From an optimization exercise on the open Yosys and OpenROAD flow, aimed at small area, a short achievable clock period and few clock cycles; shortcuts taken in it are not production practice.
Function was checked by simulation only, so behaviour that the tests miss may differ from the original.

==> flow/design.v <==
package sos_pkg;
  localparam logic [31:0] MASS_RESET = 32'd16777216;
  localparam logic [31:0] THRESH_Q28 = 32'd24159191;    
  localparam logic [31:0] S32_MAX    = 32'h7FFF_FFFF;
endpackage
module sos_front (
  input  logic               clk_i,
  input  logic               rst_ni,
  input  logic               take_i,        
  input  logic signed [31:0] a0_i,
  input  logic [31:0]        r0_i,
  input  logic signed [31:0] rp_i,
  input  logic signed [31:0] h_i,
  input  logic               rel_i,         
  input  logic               thr_we_i,
  input  logic [56:0]        thr_i,
  output logic               pend_o,        
  output logic               done_o,        
  output logic [31:0]        a0_o,
  output logic [31:0]        r0_o,
  output logic [31:0]        mr_o,
  output logic [31:0]        dm_o,
  output logic               rpn_o,
  output logic               hn_o,
  output logic               opp_o,
  output logic [30:0]        u0_o,
  output logic [30:0]        m_o,
  output logic [56:0]        thr_o
);
  typedef enum logic [2:0] { S_IDLE, S_T, S_M, S_U, S_DONE } st_e;
  st_e st_q, st_d;
  logic [31:0] a0_q, r0_q, mr_q, dm_q;
  logic        rpn_q, hn_q, opp_q, tov_q, tov_d;
  logic [30:0] m_q, m_d;
  logic [31:0] rem_q, rem_d, rem_n;
  logic [51:0] quo_q, quo_d, quo_n;
  logic [4:0]  cnt_q, cnt_d;
  logic [31:0] mr_in, dm_in;
  logic        t32, t40;
  assign mr_in = rp_i[31] ? (~rp_i + 32'd1) : rp_i;
  assign dm_in = h_i[31] ? (~h_i + 32'd1) : h_i;
  assign t32   = {4'd0, mr_in[31:4]} < r0_i;     
  assign t40   = {12'd0, mr_in[31:12]} < r0_i;   
  function automatic logic [4:0] u0_cnt(input logic [31:0] r);
    u0_cnt = (r[31:21] != '0) ? 5'd7 : (r[31:17] != '0) ? 5'd6 : 5'd5;
  endfunction
  function automatic logic [31:0] u0_rem(input logic [31:0] r);
    u0_rem = (r[31:21] != '0) ? 32'd1048576 : (r[31:17] != '0) ? 32'd65536 : 32'd4096;
  endfunction
  always_comb begin
    logic [32:0] trial;
    logic [33:0] df;
    rem_n = rem_q;
    quo_n = quo_q;
    for (int k = 0; k < 4; k++) begin
      trial = {rem_n, quo_n[51]};
      df    = {1'b0, trial} - {2'b0, r0_q};
      quo_n = {quo_n[50:0], ~df[33]};
      rem_n = df[33] ? trial[31:0] : df[31:0];
    end
  end
  always_comb begin
    st_d  = st_q;
    rem_d = rem_n;
    quo_d = quo_n;
    cnt_d = cnt_q + 5'd1;
    m_d   = m_q;
    tov_d = tov_q;
    unique case (st_q)
      S_IDLE: begin
        rem_d = rem_q;
        quo_d = quo_q;
        if (take_i) begin
          if (mr_in == '0) begin          
            m_d   = '0;
            cnt_d = u0_cnt(r0_i);
            rem_d = u0_rem(r0_i);
            quo_d = '0;
            st_d  = S_U;
          end else if (t32) begin         
            cnt_d = 5'd5;
            rem_d = {4'd0, mr_in[31:4]};
            quo_d = {mr_in[3:0], 28'd0, 20'd0};
            st_d  = S_T;
          end else if (t40) begin         
            cnt_d = 5'd3;
            rem_d = {12'd0, mr_in[31:12]};
            quo_d = {mr_in[11:0], 28'd0, 12'd0};
            st_d  = S_T;
          end else begin                  
            cnt_d = 5'd0;
            rem_d = {24'd0, mr_in[31:24]};
            quo_d = {mr_in[23:0], 28'd0};
            st_d  = S_T;
          end
        end
      end
      S_T: begin                          
        if (cnt_q == 5'd12) begin
          tov_d = (quo_n[51:48] != '0);   
          cnt_d = 5'd5;
          rem_d = quo_n[47:16];           
          quo_d = {quo_n[15:0], 16'd0, 20'd0};
          st_d  = S_M;
        end
      end
      S_M: begin                          
        if (cnt_q == 5'd12) begin
          m_d   = (tov_q || quo_n[31]) ? '1 : quo_n[30:0];
          cnt_d = u0_cnt(r0_q);
          rem_d = u0_rem(r0_q);
          quo_d = '0;
          st_d  = S_U;
        end
      end
      S_U: begin                          
        if (cnt_q == 5'd12) st_d = S_DONE;
      end
      S_DONE: begin
        rem_d = rem_q;
        quo_d = quo_q;
        if (thr_we_i) {rem_d[4:0], quo_d} = thr_i;
        if (rel_i) st_d = S_IDLE;
      end
      default: st_d = S_IDLE;
    endcase
  end
  always_ff @(posedge clk_i) begin
    if (take_i && st_q == S_IDLE) begin
      a0_q  <= a0_i;
      r0_q  <= r0_i;
      mr_q  <= mr_in;
      dm_q  <= dm_in;
      rpn_q <= rp_i[31];
      hn_q  <= h_i[31];
      opp_q <= (rp_i[31] && h_i > 0) || (rp_i > 0 && h_i[31]);
      tov_q <= 1'b0;
    end else begin
      tov_q <= tov_d;
    end
    rem_q <= rem_d;
    quo_q <= quo_d;
    cnt_q <= cnt_d;
    m_q   <= m_d;
  end
  always_ff @(posedge clk_i or negedge rst_ni) begin
    if (!rst_ni) st_q <= S_IDLE;
    else         st_q <= st_d;
  end
  assign pend_o = (st_q != S_IDLE);
  assign done_o = (st_q == S_DONE);
  assign a0_o   = a0_q;
  assign r0_o   = r0_q;
  assign mr_o   = mr_q;
  assign dm_o   = dm_q;
  assign rpn_o  = rpn_q;
  assign hn_o   = hn_q;
  assign opp_o  = opp_q;
  assign u0_o   = quo_q[31] ? 31'h7FFF_FFFF : quo_q[30:0];
  assign m_o    = m_q;
  assign thr_o  = {rem_q[4:0], quo_q};
endmodule
module sos_div (
  input  logic        clk_i,
  input  logic        rst_ni,
  input  logic        load_i,       
  input  logic        cancel_i,     
  input  logic [31:0] u_i,
  input  logic [31:0] phi_i,
  input  logic        fl_we_i,      
  input  logic        fl_end_i,
  input  logic [1:0]  fl_cause_i,
  input  logic        take_i,       
  output logic        occ_o,
  output logic        valid_o,
  output logic [31:0] radius_o,
  output logic [31:0] angle_o,
  output logic        ended_o,
  output logic [1:0]  cause_o
);
  logic        occ_q, fl_q, sat_q, end_q;
  logic [1:0]  cause_q;
  logic [3:0]  cnt_q;
  logic [30:0] rem_q, dvs_q, rem_d;
  logic [31:0] quo_q, quo_d, phi_q;
  logic        big, mid;
  assign big = (u_i[31:21] != '0);       
  assign mid = (u_i[31:17] != '0);       
  always_comb begin
    logic [31:0] trial;
    logic [32:0] df;
    rem_d = rem_q;
    quo_d = quo_q;
    for (int k = 0; k < 4; k++) begin
      trial = {rem_d, 1'b0};
      df    = {1'b0, trial} - {2'b0, dvs_q};
      quo_d = {quo_d[30:0], ~df[32]};
      rem_d = df[32] ? trial[30:0] : df[30:0];
    end
  end
  always_ff @(posedge clk_i) begin
    if (load_i) begin
      rem_q <= big ? 31'd1048576 : mid ? 31'd65536 : 31'd4096;   
      quo_q <= '0;
      dvs_q <= u_i[30:0];
      sat_q <= (u_i[31:13] == '0) && (u_i[12] == 1'b0 || u_i[11:0] == '0);   
      phi_q <= phi_i;
    end else if (cnt_q != 4'd8) begin
      rem_q <= rem_d;
      quo_q <= quo_d;
    end
    if (fl_we_i) begin
      end_q   <= fl_end_i;
      cause_q <= fl_cause_i;
    end
  end
  always_ff @(posedge clk_i or negedge rst_ni) begin
    if (!rst_ni) begin
      occ_q <= 1'b0;
      fl_q  <= 1'b0;
      cnt_q <= 4'd8;
    end else begin
      if (load_i) begin
        occ_q <= 1'b1;
        fl_q  <= 1'b0;
        cnt_q <= big ? 4'd2 : mid ? 4'd1 : 4'd0;
      end else begin
        if (take_i || cancel_i) begin
          occ_q <= 1'b0;
          fl_q  <= 1'b0;
        end
        if (fl_we_i) fl_q <= 1'b1;
        if (cnt_q != 4'd8) cnt_q <= cnt_q + 4'd1;
      end
    end
  end
  assign occ_o    = occ_q;
  assign valid_o  = occ_q && fl_q && (cnt_q == 4'd8);
  assign radius_o = sat_q ? 32'hFFFF_FFFF : quo_q;
  assign angle_o  = phi_q;
  assign ended_o  = end_q;
  assign cause_o  = cause_q;
endmodule
module sos_mul (
  input  logic signed [32:0] x_i,
  input  logic signed [31:0] y_i,
  input  logic               rnd_i,
  input  logic signed [31:0] v_i,
  output logic signed [63:0] p_o
);
  localparam int N = 35;
  localparam logic [63:0] CST = 64'hAAAA_AAAC_0000_0000;
  logic [33:0]  yy;
  logic [N-1:0] r [16];
  logic [15:0]  neg;
  assign yy = {y_i, 1'b0};
  for (genvar j = 0; j < 16; j++) begin : g_pp
    logic one, two;
    logic [N-1:0] sel;
    assign one    = yy[2*j] ^ yy[2*j+1];
    assign two    = (yy[2*j+2] & ~yy[2*j+1] & ~yy[2*j]) | (~yy[2*j+2] & yy[2*j+1] & yy[2*j]);
    assign neg[j] = yy[2*j+2];
    assign sel    = one ? {{2{x_i[32]}}, x_i} : two ? {x_i[32], x_i, 1'b0} : '0;
    assign r[j]   = sel ^ {N{neg[j]}};
  end
  always_comb begin
    p_o = CST + {{4{v_i[31]}}, v_i, rnd_i ? 28'hFFF_FFFF : 28'd0};
    for (int j = 0; j < 16; j++)
      p_o = p_o + ({29'd0, ~r[j][N-1], r[j][N-2:0]} << (2*j)) + (64'(neg[j]) << (2*j));
  end
endmodule
module sos_back (
  input  logic        clk_i,
  input  logic        rst_ni,
  input  logic [31:0] mass_i,
  input  logic        m_wr_i,        
  input  logic        step_take_i,   
  input  logic        sp_pend_i,     
  output logic        full_o,        
  input  logic        sp_done_i,
  input  logic [31:0] sp_a0_i,
  input  logic [31:0] sp_r0_i,
  input  logic [31:0] sp_mr_i,
  input  logic [31:0] sp_dm_i,
  input  logic        sp_rpn_i,
  input  logic        sp_hn_i,
  input  logic        sp_opp_i,
  input  logic [30:0] sp_u0_i,
  input  logic [30:0] sp_m_i,
  input  logic [56:0] sp_thr_i,
  output logic        sp_rel_o,
  output logic        sp_thr_we_o,
  output logic [56:0] sp_thr_o,
  output logic        out_valid_o,
  input  logic        out_ready_i,
  output logic [31:0] radius_o,
  output logic [31:0] angle_o,
  output logic        ended_o,
  output logic [1:0]  end_cause_o
);
  typedef enum logic [2:0] { P_IDLE, P_A, P_B, P_C, P_D, P_H0, P_H1 } ph_e;
  ph_e ph_q, ph_d;
  logic        chk_q, chk_d, act_q, act_d, muok_q, muok_d, mwp_q, dsh_q, dsh_d;
  logic        cap_q, cap_d, esc_q, esc_d, hgt_q, hgt_d, upd_q, upd_d, hp_q, hp_d;
  logic        wr_q, wr_d, rd_q, lu;
  logic [5:0]  cnt_q, cnt_d, cnx_q, cnx_d;    
  logic        nxm;
  logic [31:0] u_q, u_d, du_q, du_d, st_q, st_d, phi_q, phi_d;
  logic signed [32:0] x_q, x_d;
  logic signed [31:0] y_q, y_d;
  logic signed [63:0] p;
  logic [31:0] v;
  assign v = (ph_q == P_C) ? du_q : (ph_q == P_D) ? u_q : 32'd0;
  sos_mul u_mul (.x_i(x_q), .y_i(y_q), .rnd_i(x_q[32] ^ y_q[31]), .v_i(v), .p_o(p));
  logic [30:0] mu;
  logic        capt;
  assign mu   = (p[62:55] != '0) ? 31'h7FFF_FFFF : p[54:24];
  assign capt = (p[62:52] != '0) || (p[51] && p[50:0] != '0);
  logic [30:0] mu2;
  logic        sat3;
  logic [32:0] acc3;
  logic [31:0] acc;
  assign mu2  = p[58:28];
  assign sat3 = (p[62:59] != '0) || (mu2 > 31'd715827882);
  assign acc3 = {2'b0, mu2} + {1'b0, mu2, 1'b0} - {1'b0, u_q};
  assign acc  = sat3 ? {1'b0, ~u_q[30:0]} : acc3[31:0];
  logic signed [35:0] s36;
  logic signed [31:0] cv;
  logic [31:0] sres;
  logic        ovr;
  assign s36  = p[63:28];
  assign cv   = v[31] ? ({1'b0, v[30:0]} - 32'd1) : {1'b1, v[30:0]};
  assign ovr  = v[31] ? (s36 > 36'(cv)) : (s36 < 36'(cv));
  assign sres = ovr ? cv :
                (!s36[35] && s36[34:31] != '0) ? 32'h7FFF_FFFF :
                ( s36[35] && s36[34:31] != '1) ? 32'h8000_0000 : s36[31:0];
  logic [63:0] pc;
  assign pc = dsh_q ? {p[62:0], 1'b0} : p;
  logic [1:0]  occ, vld, ld, flwe, cnc;
  logic [31:0] rad [2];
  logic [31:0] ang [2];
  logic [1:0]  ue;
  logic [1:0]  uc [2];
  logic        fl_end;
  logic [1:0]  fl_cause;
  logic        take_res;
  logic [31:0] ld_phi;
  for (genvar i = 0; i < 2; i++) begin : g_unit
    sos_div u_div (
      .clk_i     (clk_i),
      .rst_ni    (rst_ni),
      .load_i    (ld[i]),
      .cancel_i  (cnc[i]),
      .u_i       (u_q),
      .phi_i     (ld_phi),
      .fl_we_i   (flwe[i]),
      .fl_end_i  (fl_end),
      .fl_cause_i(fl_cause),
      .take_i    (take_res && rd_q == i),
      .occ_o     (occ[i]),
      .valid_o   (vld[i]),
      .radius_o  (rad[i]),
      .angle_o   (ang[i]),
      .ended_o   (ue[i]),
      .cause_o   (uc[i])
    );
  end
  assign out_valid_o = vld[rd_q];
  assign radius_o    = rad[rd_q];
  assign angle_o     = ang[rd_q];
  assign ended_o     = ue[rd_q];
  assign end_cause_o = uc[rd_q];
  assign take_res = out_valid_o && out_ready_i;
  assign lu       = !wr_q;    
  logic wfree, savail, begin_st, sw, clr, muv;
  logic [31:0] phi_nx;
  assign wfree  = !occ[wr_q] || (take_res && rd_q == wr_q);
  assign nxm    = sp_pend_i && !hp_q;        
  assign savail = (cnt_q != '0) || (step_take_i && act_q && !nxm);
  assign phi_nx = phi_q + {{4{st_q[31]}}, st_q[31:4]};
  assign muv    = !m_wr_i && !mwp_q;
  always_comb begin
    ph_d = ph_q;  chk_d = chk_q;  act_d = act_q;  muok_d = muok_q && !m_wr_i;
    cap_d = 1'b0;  esc_d = esc_q;  hgt_d = hgt_q;  upd_d = 1'b0;  hp_d = hp_q;
    u_d = u_q;  du_d = du_q;  st_d = st_q;  phi_d = phi_q;
    x_d = x_q;  y_d = y_q;  dsh_d = dsh_q;  wr_d = wr_q;
    ld = '0;  flwe = '0;  cnc = '0;  fl_end = 1'b0;  fl_cause = 2'd0;
    ld_phi = upd_q ? phi_nx : phi_q;
    begin_st = 1'b0;  sw = 1'b0;  clr = 1'b0;
    sp_rel_o = 1'b0;  sp_thr_we_o = 1'b0;  sp_thr_o = p[56:0];
    unique case (ph_q)
      P_IDLE: begin
        if (cap_q) begin              
          act_d = 1'b0;
          clr   = 1'b1;
        end else if (act_q && savail && wfree) begin
          if (muok_q && !m_wr_i) begin
            begin_st = 1'b1;
          end else begin
            ph_d  = P_A;
            chk_d = 1'b0;
            x_d   = {1'b0, mass_i};
            y_d   = u_q;
          end
        end else if (sp_done_i && (!act_q || cnt_q == '0)) begin
          sw = 1'b1;
        end
      end
      P_A: begin
        x_d    = {2'b0, mu};
        muok_d = muv;
        ph_d   = P_IDLE;
        if (hp_q) begin               
          if (hgt_q) st_d = st_q >> 1;
          if (!hgt_q || st_q[31:1] == '0) begin
            st_d     = sp_hn_i ? ~(hgt_q ? st_q >> 1 : st_q) + 32'd1 : (hgt_q ? st_q >> 1 : st_q);
            sp_rel_o = 1'b1;
            hp_d     = 1'b0;
          end
        end
        if (chk_q) begin
          flwe[lu] = 1'b1;
          fl_end   = esc_q || capt;
          fl_cause = esc_q ? 2'd1 : capt ? 2'd2 : 2'd0;
          cap_d    = capt && !esc_q;
          upd_d    = !esc_q;
          ld_phi   = phi_nx;
        end
        if (chk_q && esc_q) begin
          act_d = 1'b0;
          clr   = 1'b1;
          if (sp_done_i) sw = 1'b1;
        end else if (chk_q && sp_done_i && cnt_q == '0) begin
          sw = 1'b1;                  
        end else if (hp_q && hgt_q && st_q[31:1] != '0) begin
          x_d   = {1'b0, sp_mr_i};    
          y_d   = {1'b0, st_q[31:1]};
          ph_d  = P_H1;
        end else if (savail && wfree && muv) begin
          begin_st = 1'b1;
        end
      end
      P_B: begin
        if (cap_q) begin              
          cnc[lu] = 1'b1;
          wr_d    = lu;
          act_d   = 1'b0;
          clr     = 1'b1;
          ph_d    = P_IDLE;
          if (sp_done_i) sw = 1'b1;
        end else begin
          x_d  = {acc[31], acc};
          y_d  = st_q;
          ph_d = P_C;
        end
      end
      P_C: begin
        du_d = sres;
        x_d  = {sres[31], sres};
        ph_d = P_D;
      end
      P_D: begin
        u_d   = sres;
        esc_d = sres[31];
        x_d   = {1'b0, mass_i};
        y_d   = sres;
        ph_d  = P_A;
        chk_d = 1'b1;
      end
      P_H0: begin                     
        sp_thr_we_o = 1'b1;
        x_d   = {1'b0, sp_mr_i};
        y_d   = st_q[31] ? {1'b0, st_q[31:1]} : st_q;
        dsh_d = st_q[31];
        ph_d  = P_H1;
      end
      P_H1: begin                     
        hgt_d = pc > {7'd0, sp_thr_i};
        dsh_d = 1'b0;
        ph_d  = P_A;
        chk_d = 1'b0;
        x_d   = {1'b0, mass_i};
        y_d   = u_q;
      end
      default: ph_d = P_IDLE;
    endcase
    if (upd_q && !cap_q) phi_d = phi_nx;    
    if (begin_st) begin
      ld[wr_q] = 1'b1;
      wr_d     = !wr_q;
      ph_d     = P_B;
      muok_d   = 1'b0;
    end
    if (sw) begin                     
      u_d    = {1'b0, sp_u0_i};
      du_d   = sp_rpn_i ? {1'b0, sp_m_i} : ~{1'b0, sp_m_i} + 32'd1;
      phi_d  = sp_a0_i;
      act_d  = 1'b1;
      muok_d = 1'b0;
      chk_d  = 1'b0;
      esc_d  = 1'b0;
      upd_d  = 1'b0;
      if (sp_opp_i && sp_dm_i != '0) begin
        st_d = sp_dm_i;
        x_d  = {1'b0, sp_r0_i};
        y_d  = sos_pkg::THRESH_Q28;
        ph_d = P_H0;
        hp_d = 1'b1;
      end else begin
        st_d     = sp_hn_i ? ~sp_dm_i + 32'd1 : sp_dm_i;
        sp_rel_o = 1'b1;
        x_d      = {1'b0, mass_i};
        y_d      = {1'b0, sp_u0_i};
        ph_d     = P_A;
      end
    end
    cnx_d = cnx_q + {5'd0, step_take_i && nxm};
    if (sw) begin
      cnt_d = cnx_d;
      cnx_d = '0;
    end else if (clr) begin
      cnt_d = '0;
    end else begin
      cnt_d = cnt_q + {5'd0, step_take_i && act_q && !nxm} - {5'd0, begin_st};
    end
  end
  always_ff @(posedge clk_i) begin
    u_q   <= u_d;
    du_q  <= du_d;
    st_q  <= st_d;
    phi_q <= phi_d;
    x_q   <= x_d;
    y_q   <= y_d;
    dsh_q <= dsh_d;
    hgt_q <= hgt_d;
  end
  always_ff @(posedge clk_i or negedge rst_ni) begin
    if (!rst_ni) begin
      ph_q   <= P_IDLE;
      chk_q  <= 1'b0;
      act_q  <= 1'b0;
      muok_q <= 1'b0;
      mwp_q  <= 1'b0;
      cap_q  <= 1'b0;
      esc_q  <= 1'b0;
      upd_q  <= 1'b0;
      hp_q   <= 1'b0;
      wr_q   <= 1'b0;
      rd_q   <= 1'b0;
      cnt_q  <= '0;
      cnx_q  <= '0;
    end else begin
      ph_q   <= ph_d;
      chk_q  <= chk_d;
      act_q  <= act_d;
      muok_q <= muok_d;
      mwp_q  <= m_wr_i;
      cap_q  <= cap_d;
      esc_q  <= esc_d;
      upd_q  <= upd_d;
      hp_q   <= hp_d;
      wr_q   <= wr_d;
      if (take_res) rd_q <= !rd_q;
      cnt_q  <= cnt_d;
      cnx_q  <= cnx_d;
    end
  end
  assign full_o = (cnt_d >= 6'd60) || (cnx_d >= 6'd60);
endmodule
module schwarzschild_orbit_stepper #(
  parameter int MAX_HALVINGS = 49
) (
  input  logic               clk_i,
  input  logic               rst_ni,
  input  logic               psel,
  input  logic               penable,
  input  logic               pwrite,
  input  logic [2:0]         paddr,
  input  logic [31:0]        pwdata,
  output logic [31:0]        prdata,
  output logic               pready,
  input  logic               in_valid_i,
  output logic               in_ready_o,
  input  logic               req_type_i,
  input  logic signed [31:0] start_angle_i,
  input  logic [31:0]        start_radius_i,
  input  logic signed [31:0] radius_rate_i,
  input  logic signed [31:0] angle_step_i,
  output logic               out_valid_o,
  input  logic               out_ready_i,
  output logic [31:0]        radius_o,
  output logic signed [31:0] angle_o,
  output logic               ended_o,
  output logic [1:0]         end_cause_o
);
  logic [31:0] mass_q;
  logic        m_wr;
  assign pready = 1'b1;
  assign prdata = (paddr[2] == 1'b0) ? mass_q : 32'd0;
  assign m_wr   = psel && penable && pwrite && paddr[2] == 1'b0;
  always_ff @(posedge clk_i or negedge rst_ni) begin
    if (!rst_ni) begin
      mass_q <= sos_pkg::MASS_RESET;
    end else if (m_wr) begin
      mass_q <= pwdata;
    end
  end
  logic rdy_q, take_start, take_step;
  logic sp_pend, sp_done, sp_rel, sp_thr_we;
  logic        q_full;
  logic [31:0] sp_a0, sp_r0, sp_mr, sp_dm;
  logic        sp_rpn, sp_hn, sp_opp;
  logic [30:0] sp_u0, sp_m;
  logic [56:0] sp_thr, thr_wd;
  assign in_ready_o = rdy_q;
  assign take_start = in_valid_i && rdy_q && !req_type_i;
  assign take_step  = in_valid_i && rdy_q && req_type_i;
  always_ff @(posedge clk_i or negedge rst_ni) begin
    if (!rst_ni) rdy_q <= 1'b0;
    else         rdy_q <= !q_full &&
                          (!((sp_pend && !sp_rel) || take_start) ||
                           (in_valid_i && req_type_i && !rdy_q));
  end
  sos_front u_front (
    .clk_i   (clk_i),
    .rst_ni  (rst_ni),
    .take_i  (take_start),
    .a0_i    (start_angle_i),
    .r0_i    (start_radius_i),
    .rp_i    (radius_rate_i),
    .h_i     (angle_step_i),
    .rel_i   (sp_rel),
    .thr_we_i(sp_thr_we),
    .thr_i   (thr_wd),
    .pend_o  (sp_pend),
    .done_o  (sp_done),
    .a0_o    (sp_a0),
    .r0_o    (sp_r0),
    .mr_o    (sp_mr),
    .dm_o    (sp_dm),
    .rpn_o   (sp_rpn),
    .hn_o    (sp_hn),
    .opp_o   (sp_opp),
    .u0_o    (sp_u0),
    .m_o     (sp_m),
    .thr_o   (sp_thr)
  );
  sos_back u_back (
    .clk_i      (clk_i),
    .rst_ni     (rst_ni),
    .mass_i     (mass_q),
    .m_wr_i     (m_wr),
    .step_take_i(take_step),
    .sp_pend_i  (sp_pend),
    .full_o     (q_full),
    .sp_done_i  (sp_done),
    .sp_a0_i    (sp_a0),
    .sp_r0_i    (sp_r0),
    .sp_mr_i    (sp_mr),
    .sp_dm_i    (sp_dm),
    .sp_rpn_i   (sp_rpn),
    .sp_hn_i    (sp_hn),
    .sp_opp_i   (sp_opp),
    .sp_u0_i    (sp_u0),
    .sp_m_i     (sp_m),
    .sp_thr_i   (sp_thr),
    .sp_rel_o   (sp_rel),
    .sp_thr_we_o(sp_thr_we),
    .sp_thr_o   (thr_wd),
    .out_valid_o(out_valid_o),
    .out_ready_i(out_ready_i),
    .radius_o   (radius_o),
    .angle_o    (angle_o),
    .ended_o    (ended_o),
    .end_cause_o(end_cause_o)
  );
endmodule
==> flow/run.sh <==
#!/bin/bash
# synth_recipe.tcl (not shown) runs the flow's synth.tcl, then flattens the netlist and writes it again
# the make line also repeats each setting of config.mk as NAME=value (left out here)
make -C /OpenROAD-flow-scripts/flow DESIGN_CONFIG=/design/flow/config.mk WORK_HOME=/design/flow/orfs CLKGATE_MAP_FILE= SYNTH_SCRIPT=/design/flow/synth_recipe.tcl finish
==> flow/config.mk <==
export PLATFORM = sky130hd
export DESIGN_NAME = schwarzschild_orbit_stepper
export DESIGN_NICKNAME = schwarzschild_orbit_stepper
export VERILOG_FILES = /design/flow/design.v
export SDC_FILE = /design/flow/constraint.sdc
export NUM_CORES = 4
export LEC_CHECK = 0
export ABC_AREA = 1
export CAP_MARGIN = 30
export CORE_MARGIN = 2
export CORE_UTILIZATION = 40
export PLACE_DENSITY = 0.6
export SETUP_SLACK_MARGIN = 3
export SLEW_MARGIN = 30
==> flow/constraint.sdc <==
create_clock -name core_clock -period 13.0 [get_ports {clk_i}]
set_input_delay 2.6000 -clock core_clock [delete_from_list [all_inputs] [get_ports {clk_i}]]
set_output_delay 2.6000 -clock core_clock [all_outputs]
set_load 0.01 [all_outputs]
==> reports/results.ini, run 1 <==
[global_routing]
antenna_found_initial = 27
grt-ovfl-total = 0
grt_start_max_net_pins = 84
grt_pass1_vias = 96163
grt_usage_pct = 33.7
grt_pass1_wl_um = 653000

[drt]
wl_per_cell_um = 25.4
viasPerCell = 5.71
dr.pass1.iters = 9
routed_wl_um = 463000
drc = 0
drtIter0Drc = 11671
ant_nets = 0
num_vias = 104031

[yosys]
ys_top_cells_by_area = edfxtp_1 19%, nand2_1 11%, fa_1 11%, ha_1 9.7%, inv_1 8.0%
syn_inst = 14326
synthArstFlopShare_pct = 9.36
synth.most_common_cell = nand2_1
ys_warn_count = 9
synth-edff-count = 636
avgSynthCellArea_um2 = 7.17
ys.flop_type = edfxtp_1
yosysUniqueCellTypes = 85
ys_seq_area_share_pct = 21.7
synthTopCellsByCount = 3094 x nand2_1, 2201 x inv_1, 1106 x o21ai_0
syn_area_um2 = 103000
synth_top_area_share_pct = 18.6
synth_top_area_cell = edfxtp_1
syn_nets = 15840
synth_seq_cells = 780

[critical_path]
critical_path.max_stage_delay_ps = 940
ff2ff_path_depth = 39
path_common_cell = fa_1
end_kind = flop
cpMaxStageDelayCell = edfxtp_1
required_ps = 13530
r2r-start = u_back.x_q[22]
crit_path_start_kind = flop
worstReg2RegEnd = u_back.x_q[31]
crit_path_max_fanout = 25
critPathKind = reg -> reg
rrSetupSlack_ps = 2950
worst_ep_arrival_time_ps = 10580

[clocking]
cts_root_buffer = clkbuf_16
clock_latency_ps = 830
h-tree-depth = 3
ctsHoldBuffers = 0
cts_max_path_buffers = 3
clk_pin_slew_worst_paths_ps = 60
cts_tree = yes
cts_sinks = 780
cts_buffers = 101

[layout]
areaGrowthSynthToFinish_pct = 17.2
drive_above_1_share_pct = 11.4
num-fill-cells = 25868
nNetsFinal = 16261

[sta]
hold_viol_final = 0
finClkSkew_ps = 92.7
worst_slack_ps = 2950
rsz0062_at_grt = true
tns_ps = 0
slew_violations = 0
setup_viol = 0
max_freq_mhz = 99.6
slew_headroom_pct = 18.7
period_share_pct = 77.3
min_period_ps = 10050
tightest_slew_ps = 1210

[worst_hold_path]
whs_path_depth = 2
holdCritStartpoint = u_back.g_unit[0].u_div.quo_q[31]
min_to = u_back.g_unit[0].u_div.quo_q[31]
hp-class = reg -> reg

[placement]
dp_slack_ps = 1380
place_congestion = 1.07
numPortBuffers = 269
hpwl_um = 361000

[die]
die_h_um = 511
dieArea_um2 = 261000
io_pins = 273
rows = 186
die_w_um = 511
coreArea_um2 = 256000
start_util_pct = 40.1

[outcome]
run_status = complete, no violations

[flow_run]
drv_cap = 0

-- metrics by stage --
step	std cells	hold WS [ps]	util, %	instance area, um^2
4_1_cts	18054	460	45.4	116000
3_3_place_gp	17733	433	43.0	110000
6_report	18231	458	47.0	120000
2_1_floorplan	14326	423	-	103000
3_5_place_dp	17736	444	43.0	110000
5_1_grt	18220	484	47.0	120000
-- per-layer routing --
metal	share of wire, %	GRT usage [%]
met1	39	43.6
met2	42	50.3
met3	11	8.34
met4	7.6	21.2
met5	0.025	0
-- critical path, delay by kind of cell (launching register included) --
kind | cells | cell delay, ps
buf+inv | 10 | 1690
fa+ha+maj | 9 | 3980
simple gates | 10 | 960
xor+xnor | 1 | 250
compound gates | 9 | 1980
flops | 1 | 940
-- placed cells by master (no fill, tap or decap), drive strengths merged, types with 70 or more instances in the layout --
cell and n:
o21ai 1193, dfrtp 70, clkbuf 153, dfxtp 71
xor2 795, clkdlybuf4s50 267, clkinv 73, nor4 74
nor3 154, edfxtp 636, o22ai 371, ha 798
xnor2 273, fa 545, nand4 143, a21oi 1066
inv 2229, nand2 3124, nor2 940, buf 619
nand3 547
-- how the worst max path moves through the flow --
| stage | startpoint | end | cells past startpoint |
|---|---|---|---|
| after CTS | u_back.y_q[27] | u_back.x_q[23] | 52 |
| after global placement | u_back.y_q[17] | u_back.x_q[4] | 50 |
| after global routing | u_back.y_q[17] | u_back.x_q[24] | 56 |
| final | u_back.x_q[22] | u_back.x_q[31] | 39 |
| after floorplan | u_back.y_q[31] | u_back.x_q[23] | 39 |
| after detailed placement | u_back.y_q[17] | u_back.x_q[4] | 54 |
-- cells by family (layout without fill, tap and decap cells) --
kind of cell,Yosys count,count (layout),share of synthesized area [%]
adders and majority gates,1343,1343,20.3
other,1,15,0.00365
DFF,780,780,21.7
muxes,24,24,0.234
xor gates and xnor gates,1068,1068,9.14
buffers and inverters,2873,3380,10.8
and+or+nand+nor,5070,5070,20.5
AOI/OAI and AO/OA,3167,3167,17.3
-- flip-flops by register name, summed over array words and instances, names as in the netlist, 4 cells and up --
register                     flops
u_back.du_q                     32
u_back.st_q                     32
u_back.y_q                      32
u_back.g_unit.u_div.rem_q       62
u_back.cnt_q                     6
u_front.r0_q                    32
u_front.dm_q                    32
u_back.x_q                      33
u_front.rem_q                   32
u_back.g_unit.u_div.cnt_q        8
u_back.cnx_q                     6
u_front.cnt_q                    5
u_front.a0_q                    32
u_front.m_q                     31
mass_q                          32
u_front.quo_q                   52
u_back.g_unit.u_div.cause_q      4
u_back.u_q                      32
u_back.g_unit.u_div.phi_q       64
u_back.phi_q                    32
u_front.mr_q                    32
u_back.g_unit.u_div.quo_q       64
u_back.g_unit.u_div.dvs_q       62
-- repair_timing --
item | CTS | global route
pin swaps | 51 | 211
gates resized for setup | 397 | 764
buffers inserted | 129 | 139
cloned | 0 | 22
endpoints found under the setup margin | 230 | 230
-- layout make-up --
| class | instances | area (um^2) | share of cell area, % |
|---|---|---|---|
| multi-input combinational | 10673 | 72800 | 60.4 |
| sequential | 780 | 22400 | 18.6 |
| inverter | 2282 | 8760 | 7.27 |
| timing repair buffer | 905 | 8700 | 7.22 |
| tap | 3384 | 4230 | 3.51 |
| clock buffer | 134 | 2830 | 2.35 |
| clock inverter | 55 | 743 | 0.617 |
| timing repair inverter | 4 | 46.3 | 0.0384 |
| antenna | 14 | 35.0 | 0.0291 |
Testbench counts, summed over its fixed seeds: cycles 22,639.
==> run 2, diff against run 1 <==
--- a/flow/config.mk
+++ b/flow/config.mk
@@ -10,5 +10,5 @@
 export CORE_MARGIN = 2
 export CORE_UTILIZATION = 40
 export PLACE_DENSITY = 0.6
-export SETUP_SLACK_MARGIN = 3
+export SETUP_SLACK_MARGIN = 2.75
 export SLEW_MARGIN = 30
==> run 2 against run 1 <==
Against the previous run:
- critical path type unchanged
- sequential cell count unchanged
- synthesized cell count did not move
- register-to-register slack worse by 170 ps
- first-iteration DRC count is 2.3% higher
- still clean on timing, DRC and antenna
- synthesized area did not move
- critical path depth is 7 higher
- fmax down 1.7%
- global-route usage decreased by 0.076 points
- via count down 0.82%
==> reports/results.ini, run 2 <==
[critical_path]
crit_path_start_kind = flop  ; unchanged
cpMaxStageDelayCell = edfxtp_1  ; unchanged
cp_num_buf_inv = 9  ; was 10
r2r-start = u_back.x_q[16]  ; was u_back.x_q[22]
rrSetupSlack_ps = 2780  ; was 2950 ps
end_kind = flop  ; unchanged
cp-startpoint = u_back.x_q[16]  ; was u_back.x_q[22]
path_common_cell = nand2_2  ; was fa_1
worst_ep_arrival_time_ps = 10700  ; was 10580 ps
required_ps = 13490  ; was 13530 ps
crit_path_max_fanout = 9  ; was 25
critPathKind = reg -> reg  ; unchanged
critPathTopFamily = adder cells  ; unchanged
critical_path.max_stage_delay_ps = 930  ; was 940 ps

[drt]
dr.pass1.iters = 6  ; was 9
drc = 0  ; unchanged
drtIter0Drc = 11940  ; was 11671
wl_per_cell_um = 25.3  ; was 25.4 um
num_vias = 103176  ; was 104031
ant_nets = 0  ; unchanged
viasPerCell = 5.69  ; was 5.71
routed_wl_um = 458000  ; was 463000 um

[sta]
rsz0062_at_grt = true  ; unchanged
tightest_slew_ps = 1160  ; was 1210 ps
period_share_pct = 78.6  ; was 77.3%
setup_viol = 0  ; unchanged
tns_ps = 0  ; unchanged
hold_viol_final = 0  ; unchanged
slew_violations = 0  ; unchanged
worst_slack_ps = 2780  ; was 2950 ps
max_freq_mhz = 97.9  ; was 99.6 MHz
finClkSkew_ps = 95.4  ; was 92.7 ps
slew_headroom_pct = 22.2  ; was 18.7%
min_period_ps = 10220  ; was 10050 ps

[clocking]
clk_pin_slew_worst_paths_ps = 60  ; about the same
ctsHoldBuffers = 0  ; unchanged
cts_tree = yes  ; unchanged
clock_latency_ps = 820  ; was 830 ps
cts_buffers = 101  ; unchanged
cts_max_path_buffers = 3  ; unchanged
cts_root_buffer = clkbuf_16  ; unchanged
h-tree-depth = 3  ; unchanged
cts_sinks = 780  ; unchanged

[global_routing]
grt_usage_pct = 33.6  ; was 33.7%
grt-ovfl-total = 0  ; unchanged
grt_pass1_wl_um = 652000  ; was 653000 um
antenna_found_initial = 23  ; was 27
grt_pass1_vias = 95699  ; was 96163
grt_start_max_net_pins = 84  ; unchanged

[die]
start_util_pct = 40.1  ; unchanged
io_pins = 273  ; unchanged
dieArea_um2 = 261000  ; unchanged
die_h_um = 511  ; unchanged
rows = 186  ; unchanged
die_w_um = 511  ; unchanged
coreArea_um2 = 256000  ; unchanged

[yosys]
synthTopCellsByCount = 3094 x nand2_1, 2201 x inv_1, 1106 x o21ai_0  ; unchanged
avgSynthCellArea_um2 = 7.17  ; unchanged
synth-edff-count = 636  ; unchanged
synth_top_area_share_pct = 18.6  ; unchanged
syn_area_um2 = 103000  ; unchanged
ys.flop_type = edfxtp_1  ; unchanged
syn_inst = 14326  ; unchanged
synth_top_area_cell = edfxtp_1  ; unchanged
synthArstFlopShare_pct = 9.36  ; unchanged
yosysUniqueCellTypes = 85  ; unchanged
ys_top_cells_by_area = edfxtp_1 19%, nand2_1 11%, fa_1 11%, ha_1 9.7%, inv_1 8.0%  ; unchanged
syn_nets = 15840  ; unchanged
ys_seq_area_share_pct = 21.7  ; unchanged
synth_seq_cells = 780  ; unchanged
synth.most_common_cell = nand2_1  ; unchanged
ys_warn_count = 9  ; unchanged

[layout]
areaGrowthSynthToFinish_pct = 15.4  ; was 17.2%
final_cells = 18140  ; was 18231
fin_util_pct = 46.3  ; was 47.0%
top_regs = u_back.g_unit.u_div.phi_q (64), u_back.g_unit.u_div.quo_q (64)  ; unchanged
mostFrequentLayoutCells = 2978 x nand2_1, 2126 x inv_1, 1000 x a21oi_1, 998 x o21ai_0, 839 x nor2_1  ; was 2946 x nand2_1, 2108 x inv_1, 976 x a21oi_1, 945 x o21ai_0, 830 x nor2_1
final_common_cell = nand2_1  ; unchanged
final_area_um2 = 119000  ; was 120000 um^2
drive_above_1_share_pct = 9.73  ; was 11.4%
nNetsFinal = 16177  ; was 16261

[placement]
dp_slack_ps = 1380  ; unchanged
numPortBuffers = 269  ; unchanged
place_congestion = 1.07  ; unchanged
place_inst = 17736  ; unchanged
placed_area_um2 = 110000  ; unchanged
hpwl_um = 361000  ; unchanged

[flow_run]
drv_cap = 0  ; unchanged

[worst_hold_path]
holdCritStartpoint = u_back.g_unit[0].u_div.quo_q[31]  ; unchanged
hp-class = reg -> reg  ; unchanged

[outcome]
run_status = complete, no violations  ; unchanged

[run 2: worst paths after layout]
path	cells after the start	to
max	46	u_back.x_q[23]
min	2	u_back.g_unit[0].u_div.quo_q[31]
max reg2reg	46	u_back.x_q[23]
min reg2reg	2	u_back.g_unit[0].u_div.quo_q[31]
max in group asynchronous	2	mass_q[22]
min in group asynchronous	1	u_back.wr_q
[run 2: what timing repair did]
item	in CTS	in global routing
pin swaps	19	144
resized for setup	252	610
setup endpoints to repair	230	227
gates cloned	0	8
hold endpoints to repair	0	0
setup buffers	91	106
[run 2: layer usage]
layer	GRT usage (%)	share of wire (%)
met4	21.3	7.6
met5	0	0.028
met3	8.06	11
met2	50.1	42
met1	43.7	40
[run 2: worst reg2reg max path, delay by kind of cell (launching register included)]
kind,cells,cell delay [ps]
compound gates,5,650
xor+xnor,2,300
fa+ha+maj,10,4420
buf+inv,9,1410
flops,1,930
simple gates,20,2290
[run 2: per-stage QoR]
| step | hold slack (ps) |
|---|---|
| floorplan | 423 |
| global placement | 433 |
| detailed placement | 444 |
| CTS | 460 |
| global route | 484 |
| finish | 458 |
[run 2: cell families (layout without fill, tap and decap cells)]
kind of cell	Yosys count	count (layout)	share of synthesized area [%]
DFF	780	780	21.7
other	1	8	0.00365
xor gates and xnor gates	1068	1068	9.14
adders and majority gates	1343	1343	20.3
and+or+nand+nor	5070	5070	20.5
buffers and inverters	2873	3296	10.8
AOI/OAI and AO/OA	3167	3167	17.3
muxes	24	24	0.234
[run 2: final cells by class]
type                       instances  area [um^2]
fill                           26016       138000
multi-input combinational      10673        71900
sequential                       780        22400
inverter                        2282         8720
timing repair buffer             824         7820
tap                             3384         4230
clock buffer                     134         2830
clock inverter                    55          743
antenna                            7         17.5
timing repair inverter             1         8.76
==> run 3, diff against run 2 <==
--- a/flow/config.mk
+++ b/flow/config.mk
@@ -8,7 +8,7 @@
 export ABC_AREA = 1
 export CAP_MARGIN = 30
 export CORE_MARGIN = 2
-export CORE_UTILIZATION = 40
-export PLACE_DENSITY = 0.6
-export SETUP_SLACK_MARGIN = 2.75
+export CORE_UTILIZATION = 45
+export PLACE_DENSITY = 0.65
+export SETUP_SLACK_MARGIN = 3.5
 export SLEW_MARGIN = 30
==> run 3 against run 2 <==
Against the previous run:
- clock-buffer cell count decreased by 15
- register-to-register slack improved by 330 ps
- fmax up 3.3%
- highest routed layer unchanged
- worst hold slack got worse by 1.9 ps
- synthesized cell count did not move
- wire length up 2.4%
- design area up 7.2%
==> reports/results.ini, run 3 <==
[outcome]
run_status = complete, no violations  ; unchanged

[yosys]
synth_top_area_cell = edfxtp_1  ; unchanged
yosysUniqueCellTypes = 85  ; unchanged
synthAdderAreaFrac_pct = 20.3  ; unchanged
syn_nets = 15840  ; unchanged
synth_top_family_by_area = simple AND/OR/NAND/NOR gates  ; unchanged
ys.flop_type = edfxtp_1  ; unchanged
synthMuxAreaShare_pct = 0.234  ; unchanged
synth_top_area_share_pct = 18.6  ; unchanged
synth_compound_area_share_pct = 17.3  ; unchanged
syn_area_um2 = 103000  ; unchanged
synth_seq_cells = 780  ; unchanged
ys_top_cells_by_area = edfxtp_1 19%, nand2_1 11%, fa_1 11%, ha_1 9.7%, inv_1 8.0%  ; unchanged
synthSimpleGateAreaFrac_pct = 20.5  ; unchanged
synth_xor_area_share_pct = 9.14  ; unchanged
ys_seq_area_share_pct = 21.7  ; unchanged
synthArstFlopShare_pct = 9.36  ; unchanged
syn_inst = 14326  ; unchanged
avgSynthCellArea_um2 = 7.17  ; unchanged
ys_warn_count = 9  ; unchanged
synthTopCellsByCount = 3094 x nand2_1, 2201 x inv_1, 1106 x o21ai_0  ; unchanged
synth.most_common_cell = nand2_1  ; unchanged
synth-edff-count = 636  ; unchanged

[critical_path]
cp_num_buf_inv = 10  ; was 9
cpMaxStageDelayCell = edfxtp_1  ; unchanged
crit_path_max_fanout = 12  ; was 9
critical_path.max_stage_delay_ps = 870  ; was 930 ps
end_kind = flop  ; unchanged
worst_ep_arrival_time_ps = 10240  ; was 10700 ps
critPathTopFamily = adder cells  ; unchanged
critPathKind = reg -> reg  ; unchanged
crit_path_start_kind = flop  ; unchanged
required_ps = 13350  ; was 13490 ps

[global_routing]
grt_pass1_wl_um = 655000  ; was 652000 um
grt-ovfl-total = 0  ; unchanged
antenna_found_initial = 26  ; was 23
grt_pass1_vias = 97932  ; was 95699
grt_usage_pct = 38.3  ; was 33.6%
grt_start_max_net_pins = 82  ; was 84

[sta]
slew_headroom_pct = 7.76  ; was 22.2%
tns_ps = 0  ; unchanged
whs_ps = 457  ; was 458 ps
hold_viol_final = 0  ; unchanged
rsz0062_at_grt = true  ; unchanged
setup_viol = 0  ; unchanged
slew_violations = 0  ; unchanged
period_share_pct = 76.1  ; was 78.6%
min_period_ps = 9890  ; was 10220 ps
worst_slack_ps = 3110  ; was 2780 ps
tightest_slew_ps = 1370  ; was 1160 ps
finClkSkew_ps = 108  ; was 95.4 ps
max_freq_mhz = 101  ; was 97.9 MHz

[placement]
place_inst = 17331  ; was 17736
placed_area_um2 = 109000  ; was 110000 um^2
place_congestion = 1.07  ; about the same
numPortBuffers = 269  ; unchanged
hpwl_um = 351000  ; was 361000 um
dp_slack_ps = 892  ; was 1380 ps

[layout]
final_cells = 18110  ; was 18140
final_area_um2 = 127000  ; was 119000 um^2
final_common_cell = nand2_1  ; unchanged
nNetsFinal = 16516  ; was 16177
mostFrequentLayoutCells = 2670 x nand2_1, 2005 x inv_1, 907 x a21oi_1, 833 x o21ai_0, 798 x nor2_1  ; was 2978 x nand2_1, 2126 x inv_1, 1000 x a21oi_1, 998 x o21ai_0, 839 x nor2_1
fin_util_pct = 55.9  ; was 46.3%
drive_above_1_share_pct = 18.1  ; was 9.73%
areaGrowthSynthToFinish_pct = 23.7  ; was 15.4%
top_regs = u_back.g_unit.u_div.phi_q (64), u_back.g_unit.u_div.quo_q (64)  ; unchanged

[clocking]
cts_max_path_buffers = 3  ; unchanged
cts_sinks = 780  ; unchanged
h-tree-depth = 3  ; unchanged
cts_root_buffer = clkbuf_16  ; unchanged
clock_latency_ps = 790  ; was 820 ps
cts_buffers = 95  ; was 101
ctsHoldBuffers = 0  ; unchanged
cts_tree = yes  ; unchanged
clk_pin_slew_worst_paths_ps = 60  ; about the same

[die]
rows = 175  ; was 186
coreArea_um2 = 227000  ; was 256000 um^2
dieArea_um2 = 232000  ; was 261000 um^2
die_w_um = 482  ; was 511 um
io_pins = 273  ; unchanged
start_util_pct = 45.2  ; was 40.1%
die_h_um = 482  ; was 511 um

[drt]
ant_nets = 0  ; unchanged
drtIter0Drc = 13551  ; was 11940
dr.pass1.iters = 10  ; was 6
viasPerCell = 5.91  ; was 5.69
num_vias = 107116  ; was 103176
routed_wl_um = 469000  ; was 458000 um
drc = 0  ; unchanged
wl_per_cell_um = 25.9  ; was 25.3 um

[flow_run]
drv_cap = 0  ; unchanged

[worst_hold_path]
hp-class = reg -> reg  ; unchanged

[run 3: cell type report]
cell class,instances,area [um^2]
Antenna cell,17,42.5
Clock buffer,119,2560
Clock inverter,60,729
Fill cell,21478,100000
Inverter,2282,8860
Multi-Input combinational cell,10685,77300
Sequential cell,780,22400
Tap cell,3009,3760
Timing Repair Buffer,1153,11500
Timing Repair inverter,5,48.8
[run 3: layer usage]
layer	global-route usage, %	part of all wire [%]	up-vias
met3	11.7	12	1615
met5	0.331	0.051	-
met2	56.4	41	6425
met1	48.0	37	50386
li1	-	-	48670
met4	25.9	8.6	20
[run 3: tightest hold or removal path, stage by stage, from the launching register on]
cell and delay [ps]:
dfxtp_1 320, nand2_1 50, o21ai_0 50
[run 3: timing repair]
| item | CTS | global route |
|---|---|---|
| buffers inserted | 267 | 257 |
| resized for setup | 1010 | 1423 |
| cloned | 31 | 23 |
| pin swaps | 227 | 384 |
| setup endpoints to repair | 235 | 230 |
[run 3: worst paths after layout]
check	depth (start not counted)	slack (ps)	startpoint	end
min reg2reg	2	460	u_back.g_unit[1].u_div.quo_q[30]	u_back.g_unit[1].u_div.quo_q[30]
max	45	3110	u_back.x_q[20]	u_back.y_q[6]
max in group asynchronous	2	9940	rst_ni	u_back.rd_q
min	2	460	u_back.g_unit[1].u_div.quo_q[30]	u_back.g_unit[1].u_div.quo_q[30]
min in group asynchronous	1	1870	rst_ni	mass_q[30]
max reg2reg	45	3110	u_back.x_q[20]	u_back.y_q[6]
[run 3: cells by family after synthesis]
kind of cell             Yosys count
AND/OR/NAND/NOR                 5070
multiplexers                      24
XOR/XNOR                        1068
AO/OA/AOI/OAI                   3167
flip-flops                       780
buffers and inverters           2873
adder cells (fa/ha/maj)         1343
other                              1
==> run 4, diff against run 3 <==
--- a/flow/config.mk
+++ b/flow/config.mk
@@ -10,5 +10,5 @@
 export CORE_MARGIN = 2
 export CORE_UTILIZATION = 45
 export PLACE_DENSITY = 0.65
-export SETUP_SLACK_MARGIN = 3.5
+export SETUP_SLACK_MARGIN = 2.5
 export SLEW_MARGIN = 30
==> run 4 against run 3 <==
Against the previous run:
- synthesized cell count unchanged
- critical path depth shrank 4
- still clean
- design area decreased by 8.4%
- worst setup slack worse by 490 ps
- clock-buffer cell count fell by 5
- clock skew down 37 ps
- wire length decreased by 5.0%
- fmax shrank 4.7%
- critical endpoint is now u_back.y_q[3]
- die area did not move
- non-clock buffer count down 400
==> reports/results.ini, run 4 <==
[critical_path]
cpMaxStageDelayCell = edfxtp_1  ; unchanged
crit_path_max_fanout = 7  ; was 12
crit_path_start_kind = flop  ; unchanged
worst_ep_arrival_time_ps = 10730  ; was 10240 ps
critPathKind = reg -> reg  ; unchanged
critical_path.max_stage_delay_ps = 620  ; was 870 ps
required_ps = 13350  ; about the same
critPathTopFamily = adder cells  ; unchanged
end_kind = flop  ; unchanged
cp_num_buf_inv = 10  ; unchanged
path_common_cell = nand2_1

[die]
start_util_pct = 45.2  ; unchanged
coreArea_um2 = 227000  ; unchanged
die_w_um = 482  ; unchanged
io_pins = 273  ; unchanged
rows = 175  ; unchanged
die_h_um = 482  ; unchanged
dieArea_um2 = 232000  ; unchanged

[sta]
period_share_pct = 79.8  ; was 76.1%
slew_violations = 0  ; unchanged
finClkSkew_ps = 70.6  ; was 108 ps
tns_ps = 0  ; unchanged
tightest_slew_ps = 1180  ; was 1370 ps
min_period_ps = 10380  ; was 9890 ps
setup_viol = 0  ; unchanged
slew_headroom_pct = 20.4  ; was 7.76%
max_freq_mhz = 96.4  ; was 101 MHz
rsz0062_at_grt = true  ; unchanged
hold_viol_final = 0  ; unchanged

[yosys]
ys_top_cells_by_area = edfxtp_1 19%, nand2_1 11%, fa_1 11%, ha_1 9.7%, inv_1 8.0%  ; unchanged
synth-edff-count = 636  ; unchanged
synth_seq_cells = 780  ; unchanged
syn_area_um2 = 103000  ; unchanged
synth.most_common_cell = nand2_1  ; unchanged
synth_top_area_share_pct = 18.6  ; unchanged
syn_inst = 14326  ; unchanged
ys_seq_area_share_pct = 21.7  ; unchanged
synthArstFlopShare_pct = 9.36  ; unchanged
avgSynthCellArea_um2 = 7.17  ; unchanged
syn_nets = 15840  ; unchanged
synth_top_area_cell = edfxtp_1  ; unchanged
yosysUniqueCellTypes = 85  ; unchanged
ys.flop_type = edfxtp_1  ; unchanged
synthTopCellsByCount = 3094 x nand2_1, 2201 x inv_1, 1106 x o21ai_0  ; unchanged
ys_warn_count = 9  ; unchanged

[layout]
nNetsFinal = 16103  ; was 16516
final_common_cell = nand2_1  ; unchanged
top_regs = u_back.g_unit.u_div.phi_q (64), u_back.g_unit.u_div.quo_q (64)  ; unchanged
drive_above_1_share_pct = 8.01  ; was 18.1%
areaGrowthSynthToFinish_pct = 13.3  ; was 23.7%
mostFrequentLayoutCells = 3018 x nand2_1, 2167 x inv_1, 1025 x o21ai_0, 1019 x a21oi_1, 860 x nor2_1  ; was 2670 x nand2_1, 2005 x inv_1, 907 x a21oi_1, 833 x o21ai_0, 798 x nor2_1

[worst_hold_path]
hp-class = reg -> reg  ; unchanged

[drt]
num_vias = 103185  ; was 107116
ant_nets = 0  ; unchanged
dr.pass1.iters = 10  ; unchanged
viasPerCell = 5.83  ; was 5.91
drtIter0Drc = 12921  ; was 13551
wl_per_cell_um = 25.2  ; was 25.9 um
routed_wl_um = 446000  ; was 469000 um
drc = 0  ; unchanged

[clocking]
clk_pin_slew_worst_paths_ps = 70  ; was 60 ps
cts_tree = yes  ; unchanged
ctsHoldBuffers = 0  ; unchanged
clock_latency_ps = 810  ; was 790 ps
cts_root_buffer = clkbuf_16  ; unchanged
h-tree-depth = 3  ; unchanged
cts_max_path_buffers = 3  ; unchanged
cts_buffers = 95  ; unchanged
cts_sinks = 780  ; unchanged

[global_routing]
grt_pass1_wl_um = 640000  ; was 655000 um
grt_start_max_net_pins = 75  ; was 82
grt-ovfl-total = 0  ; unchanged
grt_pass1_vias = 95665  ; was 97932
antenna_found_initial = 24  ; was 26
grt_usage_pct = 37.3  ; was 38.3%

[placement]
hpwl_um = 350000  ; was 351000 um
place_congestion = 1.08  ; was 1.07
numPortBuffers = 269  ; unchanged

[outcome]
run_status = complete, no violations  ; unchanged

[flow_run]
drv_cap = 0  ; unchanged

run 4: cell count changes in the layout (fill, tap and decap cells not counted), moves of 71 or more:
cell,delta
a21oi_1,+112
a21oi_2,-94
buf_4,-251
ha_1,+137
ha_4,-113
inv_1,+162
inv_2,-137
nand2_1,+348
nand2_2,-225
nand2_4,-111
nand3_1,+91
nand3_2,-71
o21ai_0,+192
o21ai_2,-108
run 4: per-stage QoR:
step	std cells	hold WS, ps	setup slack, ps	util, %	instance area (um^2)
floorplan	14326	423	3140	-	103000
global placement	17329	434	1230	48.1	109000
detailed placement	17330	442	1230	48.1	109000
CTS	17575	457	2490	50.2	114000
global route	17686	491	2420	51.2	116000
finish	17700	453	2620	51.2	116000
run 4: path summary, 6_finish.rpt:
path | end | slack (ps) | startpoint | depth (start not counted)
worst max-delay path | u_back.y_q[3] | 2620 | u_back.y_q[31] | 41
worst min-delay path | u_back.g_unit[1].u_div.quo_q[31] | 450 | u_back.g_unit[1].u_div.quo_q[31] | 2
worst max register to register | u_back.y_q[3] | 2620 | u_back.y_q[31] | 41
worst min register to register | u_back.g_unit[1].u_div.quo_q[31] | 450 | u_back.g_unit[1].u_div.quo_q[31] | 2
max in group asynchronous | u_back.rd_q | 9940 | rst_ni | 2
min in group asynchronous | mass_q[2] | 1820 | rst_ni | 1
run 4: cell families (layout without fill, tap and decap cells):
group           after synthesis  after routing  share of synthesized area, %
fa+ha+maj                  1343           1343                          20.3
mux                          24             24                         0.234
flops                       780            780                          21.7
compound gates             3167           3167                          17.3
other cells                   1             21                       0.00365
simple gates               5070           5074                          20.5
buf+inv                    2873           3214                          10.8
xor+xnor                   1068           1068                          9.14
run 4: final cells by class:
type                            instances  area, um^2
Fill cell                           22691      111000
Multi-Input combinational cell      10677       71200
Sequential cell                       780       22400
Inverter                             2282        8680
Timing Repair Buffer                  753        6950
Tap cell                             3009        3760
Clock buffer                          114        2590
Clock inverter                         65         887
Antenna cell                           20        50.0
run 4: worst min-delay path, cell delays in order, from the launching register on:
cell,delay [ps]
dfxtp_1,320
nand2_1,50
o21ai_0,50
run 4: timing repair:
| action | CTS | global route |
|---|---|---|
| cloned | 5 | 4 |
| pin swaps | 13 | 65 |
| gates resized for setup | 164 | 395 |
| buffers inserted | 61 | 99 |
| endpoints found under the setup margin | 230 | 230 |
run 4: metal layers:
layer  wire length, um  vias up  global-route usage (%)
li1                  -    47811                       -
met1            171000    48227                    47.6
met2            186000     5795                    55.0
met3             52800     1330                    10.8
met4             35400       22                    24.1
met5               176        -                   0.518

-- static timing again, ports no longer ideal --
In the flow no input, the clock included, has a driving cell. The finished layouts below were timed again as built, in two steps. Step 1 sets driving cells, clkbuf_16 on the clock port and buf_2 on the other inputs (assumed; they add their load-dependent delay and slew). Step 2, shift: input delay + t, output delay - t, t = (earliest + latest rising clock arrival at the registers) / 2. This alone moves slack from input paths to output paths. Three values: no drivers, after step 1, after step 2; two values: the first two.
run	t (ns)	slack for setup (ns)	cell pins on the clock port's net
run 1	0.893	2.955 / 2.955 / 2.955	1
run 2	0.879	2.783 / 2.783 / 2.783	1
run 3	0.835	3.108 / 3.108 / 3.108	1
run 4	0.891	2.622 / 2.622 / 2.622	1
After both steps setup and hold are still met in every run listed.
